From an optimization exercise on the open Yosys and OpenROAD flow, aimed at small area and a short achievable clock period; shortcuts taken in it are not production practice.
Where RTL was checked, it was by simulation tests only, not by an equivalence proof against the original.
Power figures rest on the tool's default switching activity, not on a simulated workload.

==> flow/design.v (excerpt) <==
module dense2_argmax
(
  input  logic                clk,
  input  logic                rst,
  input  logic                in_valid,
  input  logic                frame_start_in,
  input  logic                frame_end_in,
  input  logic [dense2_pkg::DW-1:0]       dense_input,
  output logic                rom_en,
  output logic [dense2_pkg::AW-1:0]       rom_addr,
  input  logic [dense2_pkg::N_OUT*dense2_pkg::DW-1:0] rom_data,
  output logic                out_valid,
  output logic                frame_start_out,
  output logic                frame_end_out,
  output logic [dense2_pkg::DW-1:0]       logit_out,
  output logic                class_valid,
  output logic [dense2_pkg::IDX_W-1:0]    class_idx,
  output logic                err
);
Size: about 7500 cells after synthesis, ~210 I/O pins.
==> flow/config.mk <==
export PLATFORM = sky130hd
export DESIGN_NAME = dense2_argmax
export DESIGN_NICKNAME = dense2_argmax
export VERILOG_FILES = /design/flow/design.v
export SDC_FILE = /design/flow/constraint.sdc
export NUM_CORES = 4
export LEC_CHECK = 0
export ABC_AREA = 1
export CAP_MARGIN = 20
export CORE_MARGIN = 2
export CORE_UTILIZATION = 40
export PLACE_DENSITY = 0.6
export SETUP_SLACK_MARGIN = 5
export SLEW_MARGIN = 20
==> flow/constraint.sdc <==
create_clock -name core_clock -period 11.0 [get_ports {clk}]
set_input_delay 2.2000 -clock core_clock [delete_from_list [all_inputs] [get_ports {clk}]]
set_output_delay 2.2000 -clock core_clock [all_outputs]
set_load 0.01 [all_outputs]
standard.sh (not shown) runs the stock make flow with config.mk's settings and CLKGATE_MAP_FILE= SYNTH_SCRIPT=/design/flow/synth_recipe.tcl, a recipe that flattens the netlist after the stock synthesis.
==> flow/flow/run.sh <==
#!/bin/bash
# The standard layout (standard.sh: unchanged synthesis, floorplan, place,
# CTS, route) with three changes:
#  - repair_timing aims for 5.8 ns of setup slack at the design's 11 ns clock;
#  - ports are buffered with buf_2 cells instead of the default delay cells;
#  - after synthesis, invpush.py removes inverters between full-adder cells by
#    flipping adders (a full adder is self-dual), leaving registers, ports and
#    all other cells as synthesis made them.
# Each tool's output goes to a log here; ORFS keeps its step logs under orfs/logs.
set -euo pipefail
sed 's/SETUP_SLACK_MARGIN=[0-9.]*/SETUP_SLACK_MARGIN=5.8 "BUFFER_PORTS_ARGS=-buffer_cell sky130_fd_sc_hd__buf_2"/' standard.sh > standard_margin.sh
grep -q 'SETUP_SLACK_MARGIN=5.8 "BUFFER_PORTS_ARGS' standard_margin.sh
bash standard_margin.sh synth > synth.log 2>&1
NET=orfs/results/sky130hd/dense2_argmax/base/1_2_yosys.v
cp "$NET" 1_2_yosys.standard.v
python3 flow/invpush.py 1_2_yosys.standard.v "$NET" > invpush.log 2>&1
touch "$NET"
bash standard_margin.sh > standard.log 2>&1
Other scripts of this flow, unchanged in this note and not shown: flow/flow/invpush.py
The first run went through all stages and came out clean.
Rerun with:
--- a/flow/flow/run.sh
+++ b/flow/flow/run.sh
@@ -4 +4 @@
-#  - repair_timing aims for 5.8 ns of setup slack at the design's 11 ns clock;
+#  - repair_timing aims for 6.0 ns of setup slack at the design's 11 ns clock;
@@ -11,2 +11,2 @@
-sed 's/SETUP_SLACK_MARGIN=[0-9.]*/SETUP_SLACK_MARGIN=5.8 "BUFFER_PORTS_ARGS=-buffer_cell sky130_fd_sc_hd__buf_2"/' standard.sh > standard_margin.sh
-grep -q 'SETUP_SLACK_MARGIN=5.8 "BUFFER_PORTS_ARGS' standard_margin.sh
+sed 's/SETUP_SLACK_MARGIN=[0-9.]*/SETUP_SLACK_MARGIN=6.0 "BUFFER_PORTS_ARGS=-buffer_cell sky130_fd_sc_hd__buf_2"/' standard.sh > standard_margin.sh
+grep -q 'SETUP_SLACK_MARGIN=6.0 "BUFFER_PORTS_ARGS' standard_margin.sh
Result: Critical path depth decreases by 3; die area is unchanged; clock skew is higher by 0.010 ns; clock-buffer cell count came out lower by 4; flip-flop and latch count is unchanged; final area increases by a few percent.
No functional check of the RTL was part of any run of this note.

========
dense2_argmax, a different RTL version from the one above (not shown whole).
Size: roughly 7,400 cells after synthesis, about 210 I/O pins, roughly 73,000 µm² of cells after synthesis.
export LEC_CHECK = 0
export ABC_AREA = 1
export CAP_MARGIN = 20
export CORE_MARGIN = 2
export CORE_UTILIZATION = 40
export CTS_BUF_LIST = sky130_fd_sc_hd__clkbuf_4 sky130_fd_sc_hd__clkbuf_8
export PLACE_DENSITY = 0.6
export SETUP_SLACK_MARGIN = 5
export SLEW_MARGIN = 20
create_clock -name core_clock -period 11.0 [get_ports {clk}]
==> flow/flow/run.sh <==
#!/bin/bash
# The standard layout (standard.sh: unchanged synthesis, floorplan, place,
# CTS, route) with three changes:
#  - repair_timing aims for 6.0 ns of setup slack at the design's 11 ns clock;
#  - ports are buffered with buf_2 cells instead of the default delay cells;
#  - after synthesis, invpush.py removes inverters between full-adder cells by
#    flipping adders (a full adder is self-dual), leaving registers, ports and
#    all other cells as synthesis made them.
# Each tool's output goes to a log here; ORFS keeps its step logs under orfs/logs.
set -euo pipefail
sed 's/SETUP_SLACK_MARGIN=[0-9.]*/SETUP_SLACK_MARGIN=6.0 "BUFFER_PORTS_ARGS=-buffer_cell sky130_fd_sc_hd__buf_2"/' standard.sh > standard_margin.sh
grep -q 'SETUP_SLACK_MARGIN=6.0 "BUFFER_PORTS_ARGS' standard_margin.sh
bash standard_margin.sh synth > synth.log 2>&1
NET=orfs/results/sky130hd/dense2_argmax/base/1_2_yosys.v
cp "$NET" 1_2_yosys.standard.v
python3 flow/invpush.py 1_2_yosys.standard.v "$NET" > invpush.log 2>&1
touch "$NET"
bash standard_margin.sh > standard.log 2>&1
Other scripts of this flow, unchanged in this note and not shown: flow/flow/invpush.py
The first run finished with timing, DRC and antenna clean.
Then changed:
--- a/flow/flow/run.sh
+++ b/flow/flow/run.sh
@@ -3,3 +3,3 @@
 # CTS, route) with three changes:
-#  - repair_timing aims for 6.0 ns of setup slack at the design's 11 ns clock;
+#  - repair_timing aims for 5.8 ns of setup slack at the design's 11 ns clock;
 #  - ports are buffered with buf_2 cells instead of the default delay cells;
@@ -10,4 +10,4 @@
 set -euo pipefail
-sed 's/SETUP_SLACK_MARGIN=[0-9.]*/SETUP_SLACK_MARGIN=6.0 "BUFFER_PORTS_ARGS=-buffer_cell sky130_fd_sc_hd__buf_2"/' standard.sh > standard_margin.sh
-grep -q 'SETUP_SLACK_MARGIN=6.0 "BUFFER_PORTS_ARGS' standard_margin.sh
+sed 's/SETUP_SLACK_MARGIN=[0-9.]*/SETUP_SLACK_MARGIN=5.8 "BUFFER_PORTS_ARGS=-buffer_cell sky130_fd_sc_hd__buf_2"/' standard.sh > standard_margin.sh
+grep -q 'SETUP_SLACK_MARGIN=5.8 "BUFFER_PORTS_ARGS' standard_margin.sh
 bash standard_margin.sh synth > synth.log 2>&1
- CTS_CLUSTER_DIAMETER: default -> 60
- CTS_CLUSTER_SIZE: default -> 14
Clock skew increases by 8.3 ps. Fmax grows by about 1.2%. Critical path depth came out lower by 26. Wire length is lower by about 1.4%. Register-to-register slack degrades by 150 ps.
Then changed:
--- a/flow/flow/run.sh
+++ b/flow/flow/run.sh
@@ -3,3 +3,3 @@
 # CTS, route) with three changes:
-#  - repair_timing aims for 5.8 ns of setup slack at the design's 11 ns clock;
+#  - repair_timing aims for 5.9 ns of setup slack at the design's 11 ns clock;
 #  - ports are buffered with buf_2 cells instead of the default delay cells;
@@ -10,4 +10,4 @@
 set -euo pipefail
-sed 's/SETUP_SLACK_MARGIN=[0-9.]*/SETUP_SLACK_MARGIN=5.8 "BUFFER_PORTS_ARGS=-buffer_cell sky130_fd_sc_hd__buf_2"/' standard.sh > standard_margin.sh
-grep -q 'SETUP_SLACK_MARGIN=5.8 "BUFFER_PORTS_ARGS' standard_margin.sh
+sed 's/SETUP_SLACK_MARGIN=[0-9.]*/SETUP_SLACK_MARGIN=5.9 "BUFFER_PORTS_ARGS=-buffer_cell sky130_fd_sc_hd__buf_2"/' standard.sh > standard_margin.sh
+grep -q 'SETUP_SLACK_MARGIN=5.9 "BUFFER_PORTS_ARGS' standard_margin.sh
 bash standard_margin.sh synth > synth.log 2>&1
- CTS_CLUSTER_DIAMETER: 60 -> default
- CTS_CLUSTER_SIZE: 14 -> default
Hold slack loses 8.9 ps.
Area after synthesis is unchanged.
Die area stays the same.
Power came out higher by 1.6%.
First-iteration DRC count climbs by 8.5%.
Sequential share of layout area came out lower by 0.24 points.
Setup slack is better by 26 ps.
Wire length rose by about 0.4%.
Utilization grows by 0.79 points.
Synthesized cell count is unchanged.
Then changed:
--- a/flow/flow/run.sh
+++ b/flow/flow/run.sh
@@ -3,3 +3,3 @@
 # CTS, route) with three changes:
-#  - repair_timing aims for 5.9 ns of setup slack at the design's 11 ns clock;
+#  - repair_timing aims for 5.8 ns of setup slack at the design's 11 ns clock;
 #  - ports are buffered with buf_2 cells instead of the default delay cells;
@@ -10,4 +10,4 @@
 set -euo pipefail
-sed 's/SETUP_SLACK_MARGIN=[0-9.]*/SETUP_SLACK_MARGIN=5.9 "BUFFER_PORTS_ARGS=-buffer_cell sky130_fd_sc_hd__buf_2"/' standard.sh > standard_margin.sh
-grep -q 'SETUP_SLACK_MARGIN=5.9 "BUFFER_PORTS_ARGS' standard_margin.sh
+sed 's/SETUP_SLACK_MARGIN=[0-9.]*/SETUP_SLACK_MARGIN=5.8 "BUFFER_PORTS_ARGS=-buffer_cell sky130_fd_sc_hd__buf_2"/' standard.sh > standard_margin.sh
+grep -q 'SETUP_SLACK_MARGIN=5.8 "BUFFER_PORTS_ARGS' standard_margin.sh
 bash standard_margin.sh synth > synth.log 2>&1
Area after synthesis is unchanged; maximum frequency decreases by 0.71%; worst setup slack is worse by 37 ps; synthesized cell count is unchanged; utilization went down by 0.53 points; worst hold slack degrades by 4.1 ps; first-iteration DRC count decreases by 7.7%; sequential share of layout area grows by 0.16 points; register-to-register slack got worse by 40 ps.

========
## the baseline
dense2_argmax, a different RTL version from the one above (not shown whole).
Size in the first run: ~210 I/O pins, roughly 77000 um^2 of cells after synthesis.
==> flow/config.mk <==
export PLATFORM = sky130hd
export DESIGN_NAME = dense2_argmax
export DESIGN_NICKNAME = dense2_argmax
export VERILOG_FILES = /design/flow/design.v
export SDC_FILE = /design/flow/constraint.sdc
export NUM_CORES = 4
export LEC_CHECK = 0
export ABC_AREA = 1
export CAP_MARGIN = 20
export CORE_MARGIN = 2
export CORE_UTILIZATION = 40
export PLACE_DENSITY = 0.6
export SETUP_SLACK_MARGIN = 5
export SLEW_MARGIN = 20
==> flow/constraint.sdc <==
create_clock -name core_clock -period 11.0 [get_ports {clk}]
set_input_delay 2.2000 -clock core_clock [delete_from_list [all_inputs] [get_ports {clk}]]
set_output_delay 2.2000 -clock core_clock [all_outputs]
set_load 0.01 [all_outputs]
==> flow/flow/run.sh <==
#!/bin/bash
# The standard layout (standard.sh: unchanged synthesis, floorplan, place,
# CTS, route) with two changes:
#  - repair_timing aims for 5.6 ns of setup slack at the design's 11 ns clock;
#  - after synthesis, invpush.py removes inverters between full-adder cells by
#    flipping adders (a full adder is self-dual), leaving registers, ports and
#    all other cells as synthesis made them.
# Each tool's output goes to a log here; ORFS keeps its step logs under orfs/logs.
set -euo pipefail
sed 's/SETUP_SLACK_MARGIN=[0-9.]*/SETUP_SLACK_MARGIN=5.6/' standard.sh > standard_margin.sh
grep -q 'SETUP_SLACK_MARGIN=5.6' standard_margin.sh
bash standard_margin.sh synth > synth.log 2>&1
NET=orfs/results/sky130hd/dense2_argmax/base/1_2_yosys.v
cp "$NET" 1_2_yosys.standard.v
python3 flow/invpush.py 1_2_yosys.standard.v "$NET" > invpush.log 2>&1
touch "$NET"
bash standard_margin.sh > standard.log 2>&1
Other scripts of this flow, unchanged in this note and not shown: flow/flow/invpush.py
--- input diff the baseline..the candidate ---
-- flow/config.mk --
<<< the baseline, line 11
export CORE_UTILIZATION = 40
export PLACE_DENSITY = 0.6
>>> the candidate, line 11
export CORE_UTILIZATION = 55
export PLACE_DENSITY = 0.7
[summary]
- The baseline → the candidate: total power decreased about 0.54%, routability congestion estimate increased 7.8%.
- Summary of the comparison: routed length on met1 is lower in the candidate, relative to the baseline.
- The candidate vs the baseline, cell depth of the worst setup path went up by 22.
- Shortest clock period the worst path allows after layout, the baseline and the candidate, higher one = the candidate.
Function was not checked in any run of this note: the RTL went through the layout flow alone.

========
quartz:
dense2_argmax, a different RTL version from the one above (not shown whole).
Size in the first run: ~9,600 cells after synthesis, ~620 flip-flops, ~210 I/O pins, about 82,000 um2 of cells after synthesis.
Settings: LEC_CHECK=0, ABC_AREA=1, CAP_MARGIN=20, CORE_MARGIN=2, CORE_UTILIZATION=40, PLACE_DENSITY=0.6, SETUP_SLACK_MARGIN=5, SLEW_MARGIN=20; clock period 11.0 ns.
==> flow/flow/run.sh <==
#!/bin/bash
set -euo pipefail
sed 's/SETUP_SLACK_MARGIN=[0-9.]*/SETUP_SLACK_MARGIN=6.0/' standard.sh > standard_margin.sh
grep -q 'SETUP_SLACK_MARGIN=6.0' standard_margin.sh
bash standard_margin.sh > standard.log 2>&1
quartz: done, clean on timing, DRC and antenna
diff inputs: quartz => harbor
==> flow/flow/run.sh <==
#!/bin/bash
set -euo pipefail
sed 's/SETUP_SLACK_MARGIN=[0-9.]*/SETUP_SLACK_MARGIN=5.6/' standard.sh > standard_margin.sh
grep -q 'SETUP_SLACK_MARGIN=5.6' standard_margin.sh
bash standard_margin.sh > standard.log 2>&1
--- outcome ---
harbor: all stages complete, timing, DRC and antenna checks passed
Per the comparison of harbor with quartz, footprint of the multi-input gates moved down; buffering overhead went down 0.90 points.
Diff quartz -> harbor: critical path depth has increased, timing-limited maximum frequency went down, slack of the worst reg-to-reg path fell 0.34 ns, global-route wire length before repair decreased by 16,000 um relative to the old numbers, number of clock buffers inserted by TritonCTS climbed 1.
As far as layout multi-input combinational cell count is concerned, quartz and harbor perform about the same.
No functional check of the RTL was part of any run of this note.

========
## west
Another version of the RTL of dense2_argmax (not shown whole).
For scale: roughly 9100 cells after synthesis, ~0.078 mm² of cells after synthesis.
clock: 11.0 ns
lec_check: 0
abc_area: 1
cap_margin: 20
core_margin: 2
core_utilization: 40
place_density: 0.6
setup_slack_margin: 5
slew_margin: 20
run.sh (not shown) runs the stock make flow with config.mk's settings and CLKGATE_MAP_FILE= SYNTH_SCRIPT=/design/flow/synth_recipe.tcl, a recipe that flattens the netlist after the stock synthesis.
Stock flow here: none of the scripts above is used.
west finished end to end and its layout was clean on timing, DRC and antenna.
#### Input delta (south over west)
==> flow/flow/run.sh (new file) <==
#!/bin/bash
set -euo pipefail
sed 's/SETUP_SLACK_MARGIN=[0-9.]*/SETUP_SLACK_MARGIN=5.6/' standard.sh > standard_margin.sh
grep -q 'SETUP_SLACK_MARGIN=5.6' standard_margin.sh
bash standard_margin.sh > standard.log 2>&1
==> flow/standard.sh (new file) <==
#!/bin/bash
# synth_recipe.tcl (not shown) runs the flow's synth.tcl, then flattens the netlist and writes it again
# the make line also repeats each setting of config.mk as NAME=value (left out here)
make -C /OpenROAD-flow-scripts/flow DESIGN_CONFIG=/design/flow/config.mk WORK_HOME=/design/flow/orfs CLKGATE_MAP_FILE= SYNTH_SCRIPT=/design/flow/synth_recipe.tcl "${@:-finish}"
removed: flow/run.sh
Results
The run showing the greater average wire length per cell after detail routing is south. A start-to-end type of the worst setup path of in -> reg is what south shows, while in -> out belongs to west. From west to south the numbers moved as follows: maximum frequency saw an increase, post-route core utilization now sits higher, number of routed nets with antenna violations closely matched the old numbers, starting DRC count in detailed routing up 8.5%, placed cell area now larger.

========
run A:
Another version of the RTL of dense2_argmax (not shown whole).
Size: about 7400 cells after synthesis, about 210 I/O pins, about 0.073 mm² of cells after synthesis.
==> flow/config.mk <==
export PLATFORM = sky130hd
export DESIGN_NAME = dense2_argmax
export DESIGN_NICKNAME = dense2_argmax
export VERILOG_FILES = /design/flow/design.v
export SDC_FILE = /design/flow/constraint.sdc
export NUM_CORES = 4
export LEC_CHECK = 0
export ABC_AREA = 1
export CAP_MARGIN = 20
export CORE_MARGIN = 2
export CORE_UTILIZATION = 40
export CTS_BUF_LIST = sky130_fd_sc_hd__clkbuf_4 sky130_fd_sc_hd__clkbuf_8
export PLACE_DENSITY = 0.7
export SETUP_SLACK_MARGIN = 5
export SLEW_MARGIN = 20
==> flow/constraint.sdc <==
create_clock -name core_clock -period 11.0 [get_ports {clk}]
set_input_delay 2.2000 -clock core_clock [delete_from_list [all_inputs] [get_ports {clk}]]
set_output_delay 2.2000 -clock core_clock [all_outputs]
set_load 0.01 [all_outputs]
standard.sh (not shown) runs the stock make flow with config.mk's settings and CLKGATE_MAP_FILE= SYNTH_SCRIPT=/design/flow/synth_recipe.tcl, a recipe that flattens the netlist after the stock synthesis.
==> flow/flow/run.sh <==
#!/bin/bash
# The standard layout (standard.sh: unchanged synthesis, floorplan, place,
# CTS, route) with three changes:
#  - repair_timing aims for 5.7 ns of setup slack at the design's 11 ns clock;
#  - ports are buffered with buf_2 cells instead of the default delay cells;
#  - after synthesis, invpush.py removes inverters between full-adder cells by
#    flipping adders (a full adder is self-dual), leaving registers, ports and
#    all other cells as synthesis made them.
# Each tool's output goes to a log here; ORFS keeps its step logs under orfs/logs.
set -euo pipefail
sed 's/SETUP_SLACK_MARGIN=[0-9.]*/SETUP_SLACK_MARGIN=5.7 "BUFFER_PORTS_ARGS=-buffer_cell sky130_fd_sc_hd__buf_2"/' standard.sh > standard_margin.sh
grep -q 'SETUP_SLACK_MARGIN=5.7 "BUFFER_PORTS_ARGS' standard_margin.sh
bash standard_margin.sh synth > synth.log 2>&1
NET=orfs/results/sky130hd/dense2_argmax/base/1_2_yosys.v
cp "$NET" 1_2_yosys.standard.v
python3 flow/invpush.py 1_2_yosys.standard.v "$NET" > invpush.log 2>&1
touch "$NET"
bash standard_margin.sh > standard.log 2>&1
Other scripts of this flow, unchanged in this note and not shown: flow/flow/invpush.py
The following lists how run B was set up differently from run A:
# run A
export LEC_CHECK = 0
export ABC_AREA = 1
export CAP_MARGIN = 20
export CORE_MARGIN = 2
export CORE_UTILIZATION = 40
export CTS_BUF_LIST = sky130_fd_sc_hd__clkbuf_4 sky130_fd_sc_hd__clkbuf_8
export PLACE_DENSITY = 0.7
export SETUP_SLACK_MARGIN = 5
export SLEW_MARGIN = 20
create_clock -name core_clock -period 11.0 [get_ports {clk}]
# run B
export LEC_CHECK = 0
export ABC_AREA = 1
export CAP_MARGIN = 20
export CORE_MARGIN = 2
export CORE_UTILIZATION = 40
export CTS_BUF_LIST = sky130_fd_sc_hd__clkbuf_4 sky130_fd_sc_hd__clkbuf_8
export PLACE_DENSITY = 0.6
export SETUP_SLACK_MARGIN = 5
export SLEW_MARGIN = 20
create_clock -name core_clock -period 11.0 [get_ports {clk}]
==> flow/flow/run.sh <==
#!/bin/bash
# The standard layout (standard.sh: unchanged synthesis, floorplan, place,
# CTS, route) with three changes:
#  - repair_timing aims for 5.8 ns of setup slack at the design's 11 ns clock;
#  - ports are buffered with buf_2 cells instead of the default delay cells;
#  - after synthesis, invpush.py removes inverters between full-adder cells by
#    flipping adders (a full adder is self-dual), leaving registers, ports and
#    all other cells as synthesis made them.
# Each tool's output goes to a log here; ORFS keeps its step logs under orfs/logs.
set -euo pipefail
sed 's/SETUP_SLACK_MARGIN=[0-9.]*/SETUP_SLACK_MARGIN=5.8 "BUFFER_PORTS_ARGS=-buffer_cell sky130_fd_sc_hd__buf_2"/' standard.sh > standard_margin.sh
grep -q 'SETUP_SLACK_MARGIN=5.8 "BUFFER_PORTS_ARGS' standard_margin.sh
bash standard_margin.sh synth > synth.log 2>&1
NET=orfs/results/sky130hd/dense2_argmax/base/1_2_yosys.v
cp "$NET" 1_2_yosys.standard.v
python3 flow/invpush.py 1_2_yosys.standard.v "$NET" > invpush.log 2>&1
touch "$NET"
bash standard_margin.sh > standard.log 2>&1
Results
Lower first-pass GRT wire length was reported by run A, not run B. Run B against run A: worst-case clock skew increased by 16 ps relative to the old numbers; post-route non-filler standard cell count closely matched the old numbers; final instance area increased by about 0.6% relative to the old numbers.
Setup changes, run B to run C
==> flow/flow/run.sh <==
#!/bin/bash
# The standard layout (standard.sh: unchanged synthesis, floorplan, place,
# CTS, route) with three changes:
#  - repair_timing aims for 5.7 ns of setup slack at the design's 11 ns clock;
#  - ports are buffered with buf_2 cells instead of the default delay cells;
#  - after synthesis, invpush.py removes inverters between full-adder cells by
#    flipping adders (a full adder is self-dual), leaving registers, ports and
#    all other cells as synthesis made them.
# Each tool's output goes to a log here; ORFS keeps its step logs under orfs/logs.
set -euo pipefail
sed 's/SETUP_SLACK_MARGIN=[0-9.]*/SETUP_SLACK_MARGIN=5.7 "BUFFER_PORTS_ARGS=-buffer_cell sky130_fd_sc_hd__buf_2"/' standard.sh > standard_margin.sh
grep -q 'SETUP_SLACK_MARGIN=5.7 "BUFFER_PORTS_ARGS' standard_margin.sh
bash standard_margin.sh synth > synth.log 2>&1
NET=orfs/results/sky130hd/dense2_argmax/base/1_2_yosys.v
cp "$NET" 1_2_yosys.standard.v
python3 flow/invpush.py 1_2_yosys.standard.v "$NET" > invpush.log 2>&1
touch "$NET"
bash standard_margin.sh > standard.log 2>&1
Results
Compared run C against run B; overall via count from detail_route within noise. Against run B, the final cell area of run C is lower. The switching power share of the total was comparable across run B and run C. On run C: pre-CTS setup slack is 21 ps lower than what run B gave. Run B -> run C: cell area power density decreased slightly. Having completed the whole flow, run C delivered a layout that passed the timing, DRC and antenna checks. Run C vs run B on final critical delay including setup and external delays: run C is the higher one.
Input changes introduced in run D (baseline for comparison: run C):
# run C
export LEC_CHECK = 0
export ABC_AREA = 1
export CAP_MARGIN = 20
export CORE_MARGIN = 2
export CORE_UTILIZATION = 40
export CTS_BUF_LIST = sky130_fd_sc_hd__clkbuf_4 sky130_fd_sc_hd__clkbuf_8
export PLACE_DENSITY = 0.6
export SETUP_SLACK_MARGIN = 5
export SLEW_MARGIN = 20
create_clock -name core_clock -period 11.0 [get_ports {clk}]
# run D
export LEC_CHECK = 0
export ABC_AREA = 1
export CAP_MARGIN = 20
export CORE_MARGIN = 2
export CORE_UTILIZATION = 40
export PLACE_DENSITY = 0.6
export SETUP_SLACK_MARGIN = 5
export SLEW_MARGIN = 20
create_clock -name core_clock -period 11.0 [get_ports {clk}]
==> flow/flow/run.sh <==
#!/bin/bash
# The standard layout (standard.sh: unchanged synthesis, floorplan, place,
# CTS, route) with three changes:
#  - repair_timing aims for 5.6 ns of setup slack at the design's 11 ns clock;
#  - ports are buffered with buf_2 cells instead of the default delay cells;
#  - after synthesis, invpush.py removes inverters between full-adder cells by
#    flipping adders (a full adder is self-dual), leaving registers, ports and
#    all other cells as synthesis made them.
# Each tool's output goes to a log here; ORFS keeps its step logs under orfs/logs.
set -euo pipefail
sed 's/SETUP_SLACK_MARGIN=[0-9.]*/SETUP_SLACK_MARGIN=5.6 "BUFFER_PORTS_ARGS=-buffer_cell sky130_fd_sc_hd__buf_2"/' standard.sh > standard_margin.sh
grep -q 'SETUP_SLACK_MARGIN=5.6 "BUFFER_PORTS_ARGS' standard_margin.sh
bash standard_margin.sh synth > synth.log 2>&1
NET=orfs/results/sky130hd/dense2_argmax/base/1_2_yosys.v
cp "$NET" 1_2_yosys.standard.v
python3 flow/invpush.py 1_2_yosys.standard.v "$NET" > invpush.log 2>&1
touch "$NET"
bash standard_margin.sh > standard.log 2>&1
## What came out
Part of the power in combinational logic, run D and run C: larger value in run C. Re sum of negative setup slack: no difference whatsoever between run D and run C. On sequential cell fraction of total power, the lower figure sits with run D, not run C. The global routing usage on met3 number comes out higher for run D vs run C. The net switching power figure of run D and that of run C are within noise of each other. Delta(wire length on met2, run D - run C) < 0. Post-layout total power on run D is up relative to run C. Diff run C -> run D: highest achievable clock rate went down by about 1.7%; count of buffers added by post-CTS timing repair for setup saw a decrease; part of the cycle the worst path needs rose by 0.82 points.
Inputs modified between run D and run E:
# run D
export LEC_CHECK = 0
export ABC_AREA = 1
export CAP_MARGIN = 20
export CORE_MARGIN = 2
export CORE_UTILIZATION = 40
export PLACE_DENSITY = 0.6
export SETUP_SLACK_MARGIN = 5
export SLEW_MARGIN = 20
create_clock -name core_clock -period 11.0 [get_ports {clk}]
# run E
export LEC_CHECK = 0
export ABC_AREA = 1
export CAP_MARGIN = 20
export CORE_MARGIN = 2
export CORE_UTILIZATION = 40
export CTS_BUF_LIST = sky130_fd_sc_hd__clkbuf_4 sky130_fd_sc_hd__clkbuf_8
export PLACE_DENSITY = 0.6
export SETUP_SLACK_MARGIN = 5
export SLEW_MARGIN = 20
create_clock -name core_clock -period 11.0 [get_ports {clk}]
==> comparison <==
Going from run D to run E, minimum setup slack in the final design saw an increase, relative contribution of the clock network to total power fell by 1.3 points, count of clock-buffer cells in the layout rose by 73%. Changes observed in run E relative to run D: design area neither gained nor lost much, fmax picked up an extra about 0.5%. Measured against each other, run E and run D differ in non-clock buffer instance count of the final layout, the higher figure coming from run D. Compared to run D, run E has share of final layout cell area taken by clock buffers and inverters 0.17 points lower.

==> what the ideal ports hide <==
No port has a modelled driver above. Below, the same layouts with a new extraction and two added sets of constraints.
Step 1 assumes that a clkbuf_16 drives the clock port and a buf_2 every other input.
Step 2 also shifts input and output timing later by t, the mid clock arrival at the registers, as if the neighbouring blocks saw the same clock.
a / b / c = ideal ports / drivers / drivers and shift; a / b = the first two.
| run | shift t [ns] | setup slack, ns | hold slack, ns | slew at the worst register clock pin (ns) | worst data-port slew with drivers (ns) |
|---|---|---|---|---|---|
| the first run of note 1 | 0.776 | 5.822 / 5.772 / 5.094 | 0.449 / 0.449 / 0.449 | 0.07 / 0.07 | 0.12 |
| the second run of note 1 | 0.776 | 5.825 / 5.778 / 5.251 | 0.447 / 0.447 / 0.447 | 0.07 / 0.07 | 0.11 |
| the first run of note 2 | 0.937 | 5.784 / 5.745 / 4.855 | 0.452 / 0.452 / 0.452 | 0.07 / 0.07 | 0.12 |
| the second run of note 2 | 0.923 | 5.843 / 5.806 / 4.971 | 0.460 / 0.460 / 0.460 | 0.10 / 0.10 | 0.09 |
| the third run of note 2 | 0.944 | 5.869 / 5.826 / 4.968 | 0.451 / 0.451 / 0.451 | 0.07 / 0.07 | 0.08 |
| the fourth run of note 2 | 0.953 | 5.832 / 5.806 / 4.940 | 0.447 / 0.447 / 0.447 | 0.07 / 0.07 | 0.09 |
| the baseline | 0.811 | 5.648 / 5.648 / 4.837 | 0.456 / 0.456 / 0.456 | 0.07 / 0.07 | 0.16 |
| the candidate | 0.790 | 5.519 / 5.506 / 4.757 | 0.453 / 0.453 / 0.453 | 0.07 / 0.07 | 0.23 |
| quartz | 0.828 | 5.904 / 5.790 / 5.171 | 0.473 / 0.473 / 0.473 | 0.07 / 0.07 | 0.22 |
| harbor | 0.814 | 5.613 / 5.488 / 4.843 | 0.466 / 0.466 / 0.466 | 0.07 / 0.07 | 0.19 |
| west | 0.813 | 5.026 / 5.000 / 4.256 | 0.448 / 0.448 / 0.448 | 0.07 / 0.07 | 0.11 |
| south | 0.805 | 5.523 / 5.578 / 4.787 | 0.456 / 0.456 / 0.456 | 0.07 / 0.07 | 0.11 |
| run A | 0.913 | 5.707 / 5.614 / 4.981 | 0.477 / 0.477 / 0.477 | 0.08 / 0.08 | 0.11 |
| run B | 0.942 | 5.782 / 5.741 / 5.001 | 0.457 / 0.457 / 0.457 | 0.07 / 0.07 | 0.09 |
| run C | 0.934 | 5.708 / 5.682 / 4.979 | 0.452 / 0.452 / 0.452 | 0.08 / 0.08 | 0.12 |
| run D | 0.784 | 5.617 / 5.617 / 4.870 | 0.456 / 0.456 / 0.456 | 0.07 / 0.07 | 0.10 |
| run E | 0.929 | 5.644 / 5.625 / 4.866 | 0.456 / 0.456 / 0.456 | 0.07 / 0.07 | 0.11 |
After both steps setup and hold are still met in every run listed. The setup slack of the first run of note 2, which loses most, moves by -0.039 ns with the drivers and by -0.929 ns with both steps.
